This is an optimization exercise on Yosys and OpenROAD, whose aim is small area and a short achievable clock period, not a production implementation. Where RTL was checked, it was by simulation tests only, not by an equivalence proof against the original. No activity file was given, so power comes from the tool's default toggle rates.

// branch_unit
module branch_unit (
    input  logic        clk,
    input  logic        rst,
    input  logic        stall_id,
    input  logic        stall_ex,
    input  logic [31:0] fetch_addr,
    input  logic [31:0] pc_id,
    input  logic [31:0] instr_id,
    input  logic [31:0] rs1_val,
    input  logic [31:0] rs2_val,
    output logic        br_take,
    output logic        br_en,
    output logic        mispred,
    output logic        redirect,
    output logic [31:0] target
);
Size: ~1700 cells after synthesis, ~340 flip-flops, roughly 200 I/O pins, about 0.017 sq mm of cells after synthesis.
export LEC_CHECK = 0
export ABC_AREA = 1
export CAP_MARGIN = 20
export CORE_MARGIN = 2
export CORE_UTILIZATION = 40
export CTS_BUF_LIST = sky130_fd_sc_hd__clkbuf_8
export CTS_CLUSTER_DIAMETER = 60
export CTS_CLUSTER_SIZE = 16
export PLACE_DENSITY = 0.9
export SETUP_SLACK_MARGIN = 2.0
export SLEW_MARGIN = 20
export TNS_END_PERCENT = 0
create_clock -name core_clock -period 6.5 [get_ports {clk}]
standard.sh (not shown) runs the stock make flow with config.mk's settings and CLKGATE_MAP_FILE= SYNTH_SCRIPT=/design/flow/synth_recipe.tcl, a recipe that flattens the netlist after the stock synthesis.
==> flow/flow/run.sh <==
#!/bin/bash
# The standard layout, with plain buf_1 cells as the port buffers instead of the
# delay cells buffer_ports picks by default (the resizer sizes them up where the
# timing needs it). Every tool's output goes to a log file in this folder.
set -euo pipefail
export BUFFER_PORTS_ARGS="-buffer_cell sky130_fd_sc_hd__buf_1"
bash standard.sh finish > standard_make.log 2>&1
The starting point finished clean.
Edit:
--- a/flow/config.mk
+++ b/flow/config.mk
@@ -11 +11 @@
-export CORE_UTILIZATION = 40
+export CORE_UTILIZATION = 55
@@ -15 +15 @@
-export PLACE_DENSITY = 0.9
+export PLACE_DENSITY = 0.8
=>
- The changed run ran to the end with no violations
- first-iteration DRC count goes down by 2.1%
- routed wire length goes down by 6.8%
- worst hold slack gets better by 16 ps
- setup slack gets worse by 34 ps
Edit:
--- a/flow/config.mk
+++ b/flow/config.mk
@@ -11,6 +11,5 @@
-export CORE_UTILIZATION = 55
-export CTS_BUF_LIST = sky130_fd_sc_hd__clkbuf_8
-export CTS_CLUSTER_DIAMETER = 60
-export CTS_CLUSTER_SIZE = 16
-export PLACE_DENSITY = 0.8
-export SETUP_SLACK_MARGIN = 2.0
+export CORE_UTILIZATION = 40
+export CTS_BUF_LIST = sky130_fd_sc_hd__clkbuf_16
+export CTS_CLUSTER_DIAMETER = 80
+export CTS_CLUSTER_SIZE = 24
+export SETUP_SLACK_MARGIN = 4.0
What happened: The changed run ran to the end with no violations; combinational power rose by 3.0%; count of clock-buffer cells in the layout fell by 6; die area rose by about 37%; global-route usage fell by 6.1 points; total power rose by 5.1%; worst hold slack is worse by 16 ps; wire length rose by about 4%; clock power rose by 18%.
Edit:
--- a/flow/config.mk
+++ b/flow/config.mk
@@ -12,4 +12 @@
-export CTS_BUF_LIST = sky130_fd_sc_hd__clkbuf_16
-export CTS_CLUSTER_DIAMETER = 80
-export CTS_CLUSTER_SIZE = 24
-export SETUP_SLACK_MARGIN = 4.0
+export SETUP_SLACK_MARGIN = 2.0
Global-route usage goes up by 0.54 points; total power goes up by 12%; hold slack gets better by 6.4 ps; cell area goes up by 2.8%; fmax goes up by 0.34%; first-iteration DRC count goes up by 0.47%.

========
The RTL this note starts from:
==> flow/design.v <==
package rv32i_types;
    typedef logic [31:0] rv32i_word;
    typedef enum logic [6:0] {
        op_br  = 7'b1100011,
        op_jal = 7'b1101111
    } rv32i_opcode;
    typedef enum logic [2:0] {
        beq  = 3'b000,
        bne  = 3'b001,
        blt  = 3'b100,
        bge  = 3'b101,
        bltu = 3'b110,
        bgeu = 3'b111
    } branch_funct3_t;
    typedef logic [1:0] counter_t;
    localparam counter_t counter_init = 2'b01;  
    typedef union packed {
        struct packed {
            logic           imm12;
            logic [5:0]     imm10_5;
            logic [4:0]     rs2;
            logic [4:0]     rs1;
            branch_funct3_t funct3;
            logic [3:0]     imm4_1;
            logic           imm11;
            rv32i_opcode    opcode;
        } b_view;
        struct packed {
            logic        imm20;
            logic [9:0]  imm10_1;
            logic        imm11;
            logic [7:0]  imm19_12;
            logic [4:0]  rd;
            rv32i_opcode opcode;
        } j_view;
    } instr_u;
endpackage
module branch_unit (
    input  logic        clk,
    input  logic        rst,
    input  logic        stall_id,
    input  logic        stall_ex,
    input  logic [31:0] fetch_addr,
    input  logic [31:0] pc_id,
    input  logic [31:0] instr_id,
    input  logic [31:0] rs1_val,
    input  logic [31:0] rs2_val,
    output logic        br_take,
    output logic        br_en,
    output logic        mispred,
    output logic        redirect,
    output logic [31:0] target
);
    logic        dec_br;
    logic        dec_jal;
    logic [31:0] imm_b;
    logic [31:0] imm_j;
    logic [31:0] imm_id;
    assign dec_br  = (instr_id[6:0] == 7'b1100011);
    assign dec_jal = (instr_id[6:0] == 7'b1101111);
    assign imm_b   = {{20{instr_id[31]}}, instr_id[7], instr_id[30:25], instr_id[11:8], 1'b0};
    assign imm_j   = {{12{instr_id[31]}}, instr_id[19:12], instr_id[20], instr_id[30:21], 1'b0};
    assign imm_id  = dec_jal ? imm_j : imm_b;
    logic       is_branch;
    logic       is_jal;
    logic [2:0] funct3;
    always_ff @(posedge clk) begin
        if (rst) begin
            is_branch <= 1'b0;
            is_jal    <= 1'b0;
            funct3    <= 3'b000;
            target    <= 32'd0;
        end else if (!stall_ex) begin
            is_branch <= dec_br;
            is_jal    <= dec_jal;
            funct3    <= instr_id[14:12];
            target    <= pc_id + imm_id;
        end
    end
    logic eq, lt, ltu, cond, update;
    assign eq  = (rs1_val == rs2_val);
    assign lt  = ($signed(rs1_val) < $signed(rs2_val));
    assign ltu = (rs1_val < rs2_val);
    always_comb begin
        case (funct3)
            3'b000:  cond = eq;
            3'b001:  cond = !eq;
            3'b100:  cond = lt;
            3'b101:  cond = !lt;
            3'b110:  cond = ltu;
            3'b111:  cond = !ltu;
            default: cond = 1'b0;
        endcase
    end
    assign br_en  = is_jal | (is_branch & cond);
    assign update = is_branch & ~stall_ex;
    logic [3:0] ghr;
    logic [1:0] gpht [16];
    logic [3:0] lht  [32];
    logic [1:0] lpht [16];
    logic [1:0] cht  [32];
    logic [4:0] id_row,  ex_row;
    logic [3:0] id_gidx, ex_gidx;
    logic [1:0] id_gctr, ex_gctr;
    logic [3:0] id_hist, ex_hist;
    logic [1:0] id_lctr, ex_lctr;
    logic [1:0] id_ch,   ex_ch;
    function automatic logic [1:0] sat(input logic [1:0] c, input logic up);
        if (up) sat = (c == 2'b11) ? c : c + 2'b01;
        else    sat = (c == 2'b00) ? c : c - 2'b01;
    endfunction
    logic [1:0] gnxt, lnxt, chnxt;
    logic [3:0] hnxt, ghr_nxt;
    assign gnxt    = sat(ex_gctr, br_en);
    assign lnxt    = sat(ex_lctr, br_en);
    assign hnxt    = {ex_hist[2:0], br_en};
    assign ghr_nxt = {ghr[2:0], br_en};
    assign chnxt   = (ex_lctr[1] ^ ex_gctr[1]) ? sat(ex_ch, ex_lctr[1] ^ br_en) : ex_ch;
    always_ff @(posedge clk) begin
        if (rst) begin
            ghr <= 4'd0;
            for (int i = 0; i < 16; i++) begin
                gpht[i] <= 2'b01;
                lpht[i] <= 2'b01;
            end
            for (int i = 0; i < 32; i++) begin
                lht[i] <= 4'd0;
                cht[i] <= 2'b01;
            end
        end else if (update) begin
            ghr           <= ghr_nxt;
            gpht[ex_gidx] <= gnxt;
            lht[ex_row]   <= hnxt;
            lpht[ex_hist] <= lnxt;
            cht[ex_row]   <= chnxt;
        end
    end
    logic [4:0] row;
    logic       row_hit;
    logic [3:0] gidx_if, hist_if;
    logic [1:0] gctr_if, lctr_if, ch_if;
    assign row     = fetch_addr[6:2];
    assign row_hit = update && (row == ex_row);
    assign gidx_if = (update ? ghr_nxt : ghr) ^ row[3:0];
    assign gctr_if = (update && gidx_if == ex_gidx) ? gnxt : gpht[gidx_if];
    assign hist_if = row_hit ? hnxt : lht[row];
    assign lctr_if = (update && hist_if == ex_hist) ? lnxt : lpht[hist_if];
    assign ch_if   = row_hit ? chnxt : cht[row];
    always_ff @(posedge clk) begin
        if (rst) begin
            id_row <= '0; id_gidx <= '0; id_gctr <= '0; id_hist <= '0; id_lctr <= '0; id_ch <= '0;
            ex_row <= '0; ex_gidx <= '0; ex_gctr <= '0; ex_hist <= '0; ex_lctr <= '0; ex_ch <= '0;
        end else begin
            if (!stall_id) begin
                id_row  <= row;
                id_gidx <= gidx_if;
                id_gctr <= gctr_if;
                id_hist <= hist_if;
                id_lctr <= lctr_if;
                id_ch   <= ch_if;
            end
            if (!stall_ex) begin
                ex_row  <= id_row;
                ex_gidx <= id_gidx;
                ex_gctr <= id_gctr;
                ex_hist <= id_hist;
                ex_lctr <= id_lctr;
                ex_ch   <= id_ch;
            end
        end
    end
    logic       t_none;
    logic [1:0] t_upd;
    logic [3:0] lh_row;
    logic       l_row;
    logic       lh_row_hit;
    assign lh_row     = lht[row];
    assign l_row      = lpht[lh_row][1];
    assign lh_row_hit = (lh_row == ex_hist);
    assign t_none     = cht[row][1] ? gpht[ghr ^ row[3:0]][1] : l_row;
    for (genvar b = 0; b < 2; b++) begin : g_upd
        logic [3:0] gi;
        logic [3:0] hb;
        logic       g_nxt1, l_nxt1, ch_nxt1;
        logic       g_t, l_t, ch_t;
        assign g_nxt1  = b ? (ex_gctr[1] | ex_gctr[0]) : (ex_gctr[1] & ex_gctr[0]);
        assign l_nxt1  = b ? (ex_lctr[1] | ex_lctr[0]) : (ex_lctr[1] & ex_lctr[0]);
        assign ch_nxt1 = (ex_lctr[1] ^ ex_gctr[1])
                       ? (((ex_lctr[1] ^ b[0]) ? (ex_ch[1] | ex_ch[0]) : (ex_ch[1] & ex_ch[0])))
                       : ex_ch[1];
        assign gi      = {ghr[2:0], b[0]} ^ row[3:0];
        assign hb      = {ex_hist[2:0], b[0]};
        assign g_t     = (gi == ex_gidx) ? g_nxt1 : gpht[gi][1];
        assign l_t     = (row == ex_row)
                       ? ((hb == ex_hist) ? l_nxt1 : lpht[hb][1])
                       : (lh_row_hit ? l_nxt1 : l_row);
        assign ch_t    = (row == ex_row) ? ch_nxt1 : cht[row][1];
        assign t_upd[b] = ch_t ? g_t : l_t;
    end
    assign br_take = update ? t_upd[br_en] : t_none;
    logic take_ex;
    assign take_ex  = ex_ch[1] ? ex_gctr[1] : ex_lctr[1];
    assign mispred  = update & (take_ex ^ br_en);
    assign redirect = mispred | is_jal;
endmodule
==> flow/config.mk <==
export PLATFORM = sky130hd
export DESIGN_NAME = branch_unit
export DESIGN_NICKNAME = branch_unit
export VERILOG_FILES = /design/flow/design.v
export SDC_FILE = /design/flow/constraint.sdc
export NUM_CORES = 4
export LEC_CHECK = 0
export CAP_MARGIN = 20
export CORE_MARGIN = 2
export CORE_UTILIZATION = 40
export SETUP_SLACK_MARGIN = 0.5
export SLEW_MARGIN = 20
==> flow/constraint.sdc <==
create_clock -name core_clock -period 6.5 [get_ports {clk}]
set_input_delay 1.3000 -clock core_clock [delete_from_list [all_inputs] [get_ports {clk}]]
set_output_delay 1.3000 -clock core_clock [all_outputs]
set_load 0.01 [all_outputs]
run.sh (not shown) runs the stock make flow with config.mk's settings and CLKGATE_MAP_FILE= SYNTH_SCRIPT=/design/flow/synth_recipe.tcl, a recipe that flattens the netlist after the stock synthesis.
Stock flow here: none of the scripts above is used.
Next try:
- ABC_CLOCK_PERIOD_IN_PS: not set -> 2000
- CORE_UTILIZATION: 40 -> 60
- SETUP_SLACK_MARGIN: 0.5 -> 2.0
Effect: Area after synthesis stays the same. Setup slack is better by 0.20 ns. Final area grows by 5.2%.
Next try:
- ABC_CLOCK_PERIOD_IN_PS: 2000 -> not set
- CORE_UTILIZATION: 60 -> 40
Result:
- setup slack improved by 0.017 ns
- hold slack improved by 0.019 ns
- design area came out lower by 0.69%
- sequential share of layout area came out higher by 0.27 points
- total power came out lower by 0.72%
- via count came out lower by 3.8%
- clock power stays flat
- area after synthesis stays the same
- count of clock-buffer cells in the layout came out higher by 3
- combinational power came out lower by 6.0%
No run of this note included a check of the RTL's function; only the layout flow was run.

## separate check: timing with driven ports
How much do the figures lean on ideal ports? The routed layouts below were timed once more, with nothing changed but the port constraints. Step 1 sets driving cells, clkbuf_16 on the clock port and buf_2 on the other inputs (assumed; they add their load-dependent delay and slew). Step 2 moves the port delays by t, midway between the first and last clock arrival at a register: inputs arrive t later, outputs are due t later. That takes back most of the time a late clock gives input paths. Slacks: ideal / step 1 / step 2; pairs: ideal / step 1.
| run | t (ns) | setup slack, ns | worst setup path at the end | worst register clock-pin slew, ns | cell pins on the clock port's net |
|---|---|---|---|---|---|
| the first run of note 1 | 0.651 | 1.317 / 1.239 / 1.134 | input to register | 0.12 / 0.12 | 1 |
| the second run of note 1 | 0.659 | 1.283 / 1.224 / 1.137 | input to register | 0.10 / 0.10 | 1 |
| the third run of note 1 | 0.607 | 1.428 / 1.314 / 1.314 | input to output | 0.10 / 0.10 | 1 |
| the fourth run of note 1 | 0.603 | 1.445 / 1.354 / 1.154 | input to register | 0.06 / 0.06 | 1 |
| the first run of note 2 | 0.613 | 0.561 / 0.522 / 0.458 | input to register | 0.06 / 0.06 | 1 |
| the second run of note 2 | 0.579 | 0.761 / 0.697 / 0.697 | input to output | 0.06 / 0.06 | 1 |
| the third run of note 2 | 0.621 | 0.778 / 0.693 / 0.693 | input to output | 0.06 / 0.06 | 1 |
After both steps every run listed still meets setup and hold. For the fourth run of note 1, which loses most, drivers alone change the setup slack by -0.091 ns; drivers and shift together by -0.291 ns.
